From an optimization exercise on the open Yosys and OpenROAD flow, aimed at small area, a short achievable clock period and few clock cycles per item; shortcuts taken in it are not production practice.
RTL that was checked went through simulation tests only; none was proved equivalent to the original.
Power figures rest on the tool's default switching activity, not on a simulated workload.

==> flow/design.v (excerpt) <==
module alu_cluster (
	input wire logic clk,
	input wire logic rst_n,
	input wire logic issue_valid,
	input wire logic [5-1:0] issue_q1,
	input wire logic [32-1:0] issue_v1,
	input wire logic [5-1:0] issue_q2,
	input wire logic [32-1:0] issue_v2,
	input wire rs_pkg::alu_op_t issue_op,
	input wire logic issue_sign,
	input wire logic [5-1:0] issue_rob_tag,
	output logic full,
	input wire logic ext_cdb_active,
	input wire logic [5-1:0] ext_cdb_tag,
	input wire logic [32-1:0] ext_cdb_data,
	output logic cdb_active,
	output logic [5-1:0] cdb_tag,
	output logic [32-1:0] cdb_data
);
For scale: roughly 120 flip-flops, roughly 160 I/O pins, about 9800 um^2 of cells after synthesis.
==> flow/config.mk <==
export PLATFORM = sky130hd
export DESIGN_NAME = alu_cluster
export DESIGN_NICKNAME = alu_cluster
export VERILOG_FILES = /design/flow/design.v
export SDC_FILE = /design/flow/constraint.sdc
export NUM_CORES = 4
export LEC_CHECK = 0
export ABC_AREA = 1
export CAP_MARGIN = 20
export CORE_MARGIN = 2
export CORE_UTILIZATION = 55
export CTS_BUF_LIST = sky130_fd_sc_hd__clkbuf_8
export PLACE_DENSITY = 0.7
export SETUP_SLACK_MARGIN = 3.35
export SLEW_MARGIN = 20
==> flow/constraint.sdc <==
create_clock -name core_clock -period 7.0 [get_ports {clk}]
set_input_delay 1.4000 -clock core_clock [delete_from_list [all_inputs] [get_ports {clk}]]
set_output_delay 1.4000 -clock core_clock [all_outputs]
set_load 0.01 [all_outputs]
standard.sh (not shown) runs the stock make flow with config.mk's settings and CLKGATE_MAP_FILE= SYNTH_SCRIPT=/design/flow/synth_recipe.tcl, a recipe that flattens the netlist after the stock synthesis.
==> flow/flow/run.sh <==
#!/bin/bash
# Standard ORFS layout, with plain buffers on the ports instead of the delay cells
# buffer_ports picks by default, and a clock tree without dummy balancing loads.
# Every tool's output goes to a log in this folder.
set -euo pipefail
export BUFFER_PORTS_ARGS="-buffer_cell sky130_fd_sc_hd__buf_1"
export CTS_ARGS="-sink_clustering_enable -repair_clock_nets -buf_list sky130_fd_sc_hd__clkbuf_8 -dont_use_dummy_load"
bash standard.sh finish > make_finish.log 2>&1
The starting point finished with timing, DRC and antenna clean.
Testbench counts at the start, summed over its fixed seeds: cycles 5,241, items 3,200.
Change:
--- a/flow/flow/run.sh
+++ b/flow/flow/run.sh
@@ -7 +7 @@
-export CTS_ARGS="-sink_clustering_enable -repair_clock_nets -buf_list sky130_fd_sc_hd__clkbuf_8 -dont_use_dummy_load"
+export CTS_ARGS='-sink_clustering_enable -repair_clock_nets -buf_list {sky130_fd_sc_hd__clkbuf_4 sky130_fd_sc_hd__clkbuf_8} -dont_use_dummy_load'
Settings changed: CTS_BUF_LIST sky130_fd_sc_hd__clkbuf_8 to default, PLACE_DENSITY 0.7 to default.
Wire length is lower by 1.5%.
Sequential power increases by about 0.6%.
First-iteration DRC count goes down by 4.6%.
Cell area fell by 3.6%.
Change:
--- a/flow/flow/run.sh
+++ b/flow/flow/run.sh
@@ -7 +7 @@
-export CTS_ARGS='-sink_clustering_enable -repair_clock_nets -buf_list {sky130_fd_sc_hd__clkbuf_4 sky130_fd_sc_hd__clkbuf_8} -dont_use_dummy_load'
+export CTS_ARGS="-sink_clustering_enable -repair_clock_nets -buf_list sky130_fd_sc_hd__clkbuf_8 -dont_use_dummy_load"
Settings changed: CORE_UTILIZATION 55 to 50, CTS_BUF_LIST from default to sky130_fd_sc_hd__clkbuf_8.
=> Clock power stays flat. Register-to-register slack is better by 160 ps. Synthesized cell count stays the same. Synthesized area is unchanged. First-iteration DRC count fell by a little under a tenth. Wire length decreases slightly. Core utilization is lower by 5.7 points. Via count shrinks by a few percent.
Change:
Settings changed: CORE_UTILIZATION 50 to 55.
After rerunning:
- power stays flat
- via count rises by about 2%
- synthesized area does not change
- critical path depth does not change
Change:
Settings changed: TNS_END_PERCENT from default to 20.
What happened:
- flip-flop and latch count stays the same
- non-clock buffer count drops by 1
- critical path depth stays the same
- cell area decreases by 0.36%
- setup slack gets worse by 39 ps
- worst hold slack hardly moves
- die area stays the same
- total power hardly moves
- cell count barely changes
- sequential power is about the same


Starting RTL as in the previous note.
export LEC_CHECK = 0
export ABC_AREA = 1
export CAP_MARGIN = 20
export CORE_MARGIN = 2
export CORE_UTILIZATION = 55
export CTS_BUF_LIST = sky130_fd_sc_hd__clkbuf_8
export SETUP_SLACK_MARGIN = 3.42
export SLEW_MARGIN = 20
create_clock -name core_clock -period 7.0 [get_ports {clk}]
==> flow/flow/run.sh <==
#!/bin/bash
# Standard ORFS layout, with plain buffers on the ports instead of the delay cells
# buffer_ports picks by default, and a clock tree without dummy balancing loads.
# Every tool's output goes to a log in this folder.
set -euo pipefail
export BUFFER_PORTS_ARGS="-buffer_cell sky130_fd_sc_hd__buf_1"
export CTS_ARGS="-sink_clustering_enable -repair_clock_nets -buf_list sky130_fd_sc_hd__clkbuf_8 -dont_use_dummy_load"
bash standard.sh finish > make_finish.log 2>&1
Testbench counts at the start, summed over its fixed seeds: cycles 5,241, items 3,200.
Change:
==> flow/flow/run.sh (replaced) <==
#!/bin/bash
# Standard ORFS layout, with plain buffers on the ports instead of the delay cells
# buffer_ports picks by default. Every tool's output goes to a log in this folder.
set -euo pipefail
export BUFFER_PORTS_ARGS="-buffer_cell sky130_fd_sc_hd__buf_1"
bash standard.sh finish > make_finish.log 2>&1
- CTS_CLUSTER_DIAMETER: not set -> 60
- CTS_CLUSTER_SIZE: not set -> 30
- SETUP_SLACK_MARGIN: 3.42 -> 3.5
=> The changed run produced a clean layout. Clock-buffer cell count is unchanged. Worst setup slack is better by 73 ps. Clock skew went down by 21 ps. Clock power went up by about 40%. Core utilization went up by 2.6 points. Design area went up by about 4%. Combinational power went up by 4.1%. Die area is unchanged. Worst hold slack is better by 8.8 ps. Fmax went up by about 2%. Non-clock buffer count went up by 14.
Change:
--- a/flow/flow/run.sh
+++ b/flow/flow/run.sh
@@ -3 +3,2 @@
-# buffer_ports picks by default. Every tool's output goes to a log in this folder.
+# buffer_ports picks by default, and a clock tree without dummy balancing loads.
+# Every tool's output goes to a log in this folder.
@@ -5,0 +7 @@
+export CTS_ARGS="-sink_clustering_enable -repair_clock_nets -buf_list sky130_fd_sc_hd__clkbuf_8 -dont_use_dummy_load"
- CTS_CLUSTER_DIAMETER: 60 -> not set
- CTS_CLUSTER_SIZE: 30 -> not set
- SETUP_SLACK_MARGIN: 3.5 -> 3.25
Via count falls by 2.7%.
Power goes down by 8.8%.
Wire length drops by 7.0%.
Clock-buffer cell count does not change.
Area after synthesis stays the same.
Sequential power goes up by about 0.4%.
Non-clock buffer count goes down by 18.
Clock power shrinks by 28%.
Sequential cell count is unchanged.
Design area goes down by 5.0%.


Setup of the baseline:
alu_cluster again, from the RTL that the note above started with.
clock: 7.0 ns
lec_check: 0
abc_area: 1
cap_margin: 20
core_margin: 2
core_utilization: 55
cts_buf_list: sky130_fd_sc_hd__clkbuf_8
gpl_routability_driven: 0
setup_slack_margin: 3.35
slew_margin: 20
==> flow/flow/run.sh <==
#!/bin/bash
# Standard ORFS layout, with plain buffers on the ports instead of the delay cells
# buffer_ports picks by default, and a clock tree without dummy balancing loads.
# Every tool's output goes to a log in this folder.
set -euo pipefail
export BUFFER_PORTS_ARGS="-buffer_cell sky130_fd_sc_hd__buf_1"
export CTS_ARGS="-sink_clustering_enable -repair_clock_nets -buf_list sky130_fd_sc_hd__clkbuf_8 -dont_use_dummy_load"
bash standard.sh finish > make_finish.log 2>&1
Testbench counts of the baseline, summed over its fixed seeds: cycles 5,241, items 3,200.
Relative to the baseline, the following input files were edited for the candidate:
Settings: GPL_ROUTABILITY_DRIVEN: 0 -> unset; SETUP_SLACK_MARGIN: 3.35 -> 3.6.
--- outcome ---
- Compared with the baseline, the candidate shows final standard cell utilization of the core higher by 5.3 points.
- The candidate against the baseline: part of the total power dissipated in sequential elements saw a decrease, shortest clock period the worst path allows after layout saw a decrease, multi-input gate share of the layout cell area saw a decrease.
- Compared with the baseline, the candidate shows a higher power.
- Changes observed in the candidate relative to the baseline: cell area after layout now larger, relative area of non-clock buffer cells in the final design up 4.5 points.
- Looking at number of vias in the routed layout, the candidate sits 318 above the baseline.


Setup of rev 12:
Another version of the RTL of alu_cluster (not shown whole).
For scale: roughly 120 flip-flops, roughly 160 I/O pins, about 10000 sq um of cells after synthesis.
export LEC_CHECK = 0
export ABC_AREA = 1
export CAP_MARGIN = 20
export CORE_MARGIN = 2
export CORE_UTILIZATION = 45
export CTS_BUF_LIST = sky130_fd_sc_hd__clkbuf_8
export SETUP_SLACK_MARGIN = 3.2
export SLEW_MARGIN = 20
create_clock -name core_clock -period 7.0 [get_ports {clk}]
==> flow/flow/run.sh <==
#!/bin/bash
# Standard ORFS layout, with plain buffers on the ports instead of the delay cells
# buffer_ports picks by default. Every tool's output goes to a log in this folder.
set -euo pipefail
export BUFFER_PORTS_ARGS="-buffer_cell sky130_fd_sc_hd__buf_1"
bash standard.sh finish > make_finish.log 2>&1
Here is what was changed in the inputs of rev 13 compared with rev 12.
# rev 12
export LEC_CHECK = 0
export ABC_AREA = 1
export CAP_MARGIN = 20
export CORE_MARGIN = 2
export CORE_UTILIZATION = 45
export CTS_BUF_LIST = sky130_fd_sc_hd__clkbuf_8
export SETUP_SLACK_MARGIN = 3.2
export SLEW_MARGIN = 20
create_clock -name core_clock -period 7.0 [get_ports {clk}]
# rev 13
export LEC_CHECK = 0
export ABC_AREA = 1
export CAP_MARGIN = 20
export CORE_MARGIN = 2
export CORE_UTILIZATION = 55
export CTS_BUF_LIST = sky130_fd_sc_hd__clkbuf_8
export SETUP_SLACK_MARGIN = 3.5
export SLEW_MARGIN = 20
create_clock -name core_clock -period 7.0 [get_ports {clk}]
--- outcome ---
The delay of the slowest cell on the worst path was comparable across rev 13 and rev 12.
Rev 13 vs rev 12 on routed via count divided by cell count: rev 13 is the higher one.
Standard cell with the maximum stage delay on the critical path: sky130_fd_sc_hd__buf_4 -> rev 12, sky130_fd_sc_hd__or2_4 -> rev 13
In rev 13, the total power consumption of the routed design came out 9.1% above the value in rev 12.
No functional check of the RTL was part of any run of this note.


Another version of the RTL of alu_cluster (not shown whole).
Size: ~1,600 cells after synthesis, roughly 120 flip-flops.
==> flow/config.mk <==
export PLATFORM = sky130hd
export DESIGN_NAME = alu_cluster
export DESIGN_NICKNAME = alu_cluster
export VERILOG_FILES = /design/flow/design.v
export SDC_FILE = /design/flow/constraint.sdc
export NUM_CORES = 4
export LEC_CHECK = 0
export ABC_AREA = 1
export CAP_MARGIN = 20
export CORE_MARGIN = 2
export CORE_UTILIZATION = 45
export CTS_BUF_LIST = sky130_fd_sc_hd__clkbuf_8
export SETUP_SLACK_MARGIN = 3.5
export SLEW_MARGIN = 20
==> flow/constraint.sdc <==
create_clock -name core_clock -period 7.0 [get_ports {clk}]
set_input_delay 1.4000 -clock core_clock [delete_from_list [all_inputs] [get_ports {clk}]]
set_output_delay 1.4000 -clock core_clock [all_outputs]
set_load 0.01 [all_outputs]
Scripts as last shown in full above: flow/flow/run.sh
==> next run, changes <==
--- a/flow/config.mk
+++ b/flow/config.mk
@@ -12,3 +12,3 @@
 export CTS_BUF_LIST = sky130_fd_sc_hd__clkbuf_8
-export SETUP_SLACK_MARGIN = 3.5
+export SETUP_SLACK_MARGIN = 3.2
 export SLEW_MARGIN = 20
After rerunning: The new run finished with timing, DRC and antenna clean. Setup slack is worse by 0.23 ns. Sequential share of layout area rose by 1.5 points. Final area fell by 5.5%. Power fell by 4.8%. Routed wire length fell by 2.4%. Clock-buffer cell count is unchanged. Synthesized cell count is unchanged. Sequential power is about the same. Hold slack is better by 0.0032 ns. Clock skew hardly moves. Global-route usage rose by 0.57 points.
No run of this note included a check of the RTL's function; only the layout flow was run.


Another version of the RTL of alu_cluster (not shown whole).
For scale: about 1600 cells after synthesis, roughly 120 flip-flops, about 160 I/O pins, ~11000 sq um of cells after synthesis.
Settings: LEC_CHECK=0, ABC_AREA=1, CAP_MARGIN=20, CORE_MARGIN=2, CORE_UTILIZATION=45, CTS_BUF_LIST=sky130_fd_sc_hd__clkbuf_8, SETUP_SLACK_MARGIN=3.5, SLEW_MARGIN=20; clock period 7.0 ns.
Scripts as last shown in full above: flow/flow/run.sh
The first run ran to the end with no violations.
Testbench counts at the start, summed over its fixed seeds: cycles 5,241, items 3,200.
==> next run, changes <==
CORE_UTILIZATION = 55   (was 45)
=> The new run completed with no timing, DRC or antenna violations; sequential power hardly moves; via count rose by 1.1%; maximum frequency rose by 1.6%.
==> next run, changes <==
CORE_UTILIZATION = 45   (was 55)
SETUP_SLACK_MARGIN = 3.2   (was 3.5)
After rerunning: Global-route usage drops by 8.2 points. Setup slack got worse by 0.22 ns. Synthesized area is unchanged. Total power drops by 1.0%. Sequential power is about the same. Via count is lower by 4.1%. Die area grows by 22%. Core utilization went down by 12 points. Routed wire length is lower by 5.3%.

==> separate check: timing with driven ports <==
The flow's constraints put no driver on any port. The routed layouts listed below were extracted and timed again, unchanged, in two steps.
Step 1 (the two cells are an assumption about what drives the block):
set clk [get_ports {clk}]
set_driving_cell -lib_cell sky130_fd_sc_hd__clkbuf_16 $clk
set_driving_cell -lib_cell sky130_fd_sc_hd__buf_2 [delete_from_list [all_inputs] $clk]
Step 2 also shifts input and output timing later by t, the mid clock arrival at the registers, as if the neighbouring blocks saw the same clock.
Three values: ideal ports, drivers, drivers and shift; two values: the first two.
run	shift t [ns]	setup WS [ns]	worst hold slack (ns)
the first run of note 1	0.472	3.316 / 3.264 / 3.112	0.426 / 0.426 / 0.426
the second run of note 1	0.479	3.380 / 3.218 / 3.010	0.418 / 0.418 / 0.418
the third run of note 1	0.488	3.382 / 3.326 / 3.106	0.434 / 0.434 / 0.434
the fourth run of note 1	0.479	3.380 / 3.218 / 3.010	0.418 / 0.418 / 0.418
the fifth run of note 1	0.477	3.341 / 3.174 / 3.018	0.416 / 0.416 / 0.416
the first run of note 2	0.477	3.383 / 3.223 / 3.085	0.418 / 0.418 / 0.418
the second run of note 2	0.508	3.456 / 3.321 / 3.184	0.427 / 0.427 / 0.427
the third run of note 2	0.481	3.247 / 3.225 / 2.991	0.427 / 0.427 / 0.427
the baseline	0.475	3.347 / 3.297 / 2.977	0.426 / 0.426 / 0.426
the candidate	0.492	3.478 / 3.275 / 3.154	0.426 / 0.426 / 0.426
rev 12	0.506	3.196 / 3.160 / 2.813	0.427 / 0.427 / 0.427
rev 13	0.505	3.351 / 3.294 / 2.858	0.425 / 0.425 / 0.425
the first run of note 5	0.495	3.450 / 3.341 / 2.995	0.425 / 0.425 / 0.425
the second run of note 5	0.502	3.219 / 3.189 / 2.982	0.428 / 0.428 / 0.428
the first run of note 6	0.490	3.359 / 3.305 / 3.137	0.427 / 0.427 / 0.427
the second run of note 6	0.496	3.417 / 3.199 / 2.968	0.426 / 0.426 / 0.426
the third run of note 6	0.501	3.195 / 2.980 / 2.761	0.431 / 0.431 / 0.431
After both steps every run listed still meets setup and hold. For rev 13, which loses most, drivers alone change the setup slack by -0.057 ns; drivers and shift together by -0.493 ns.
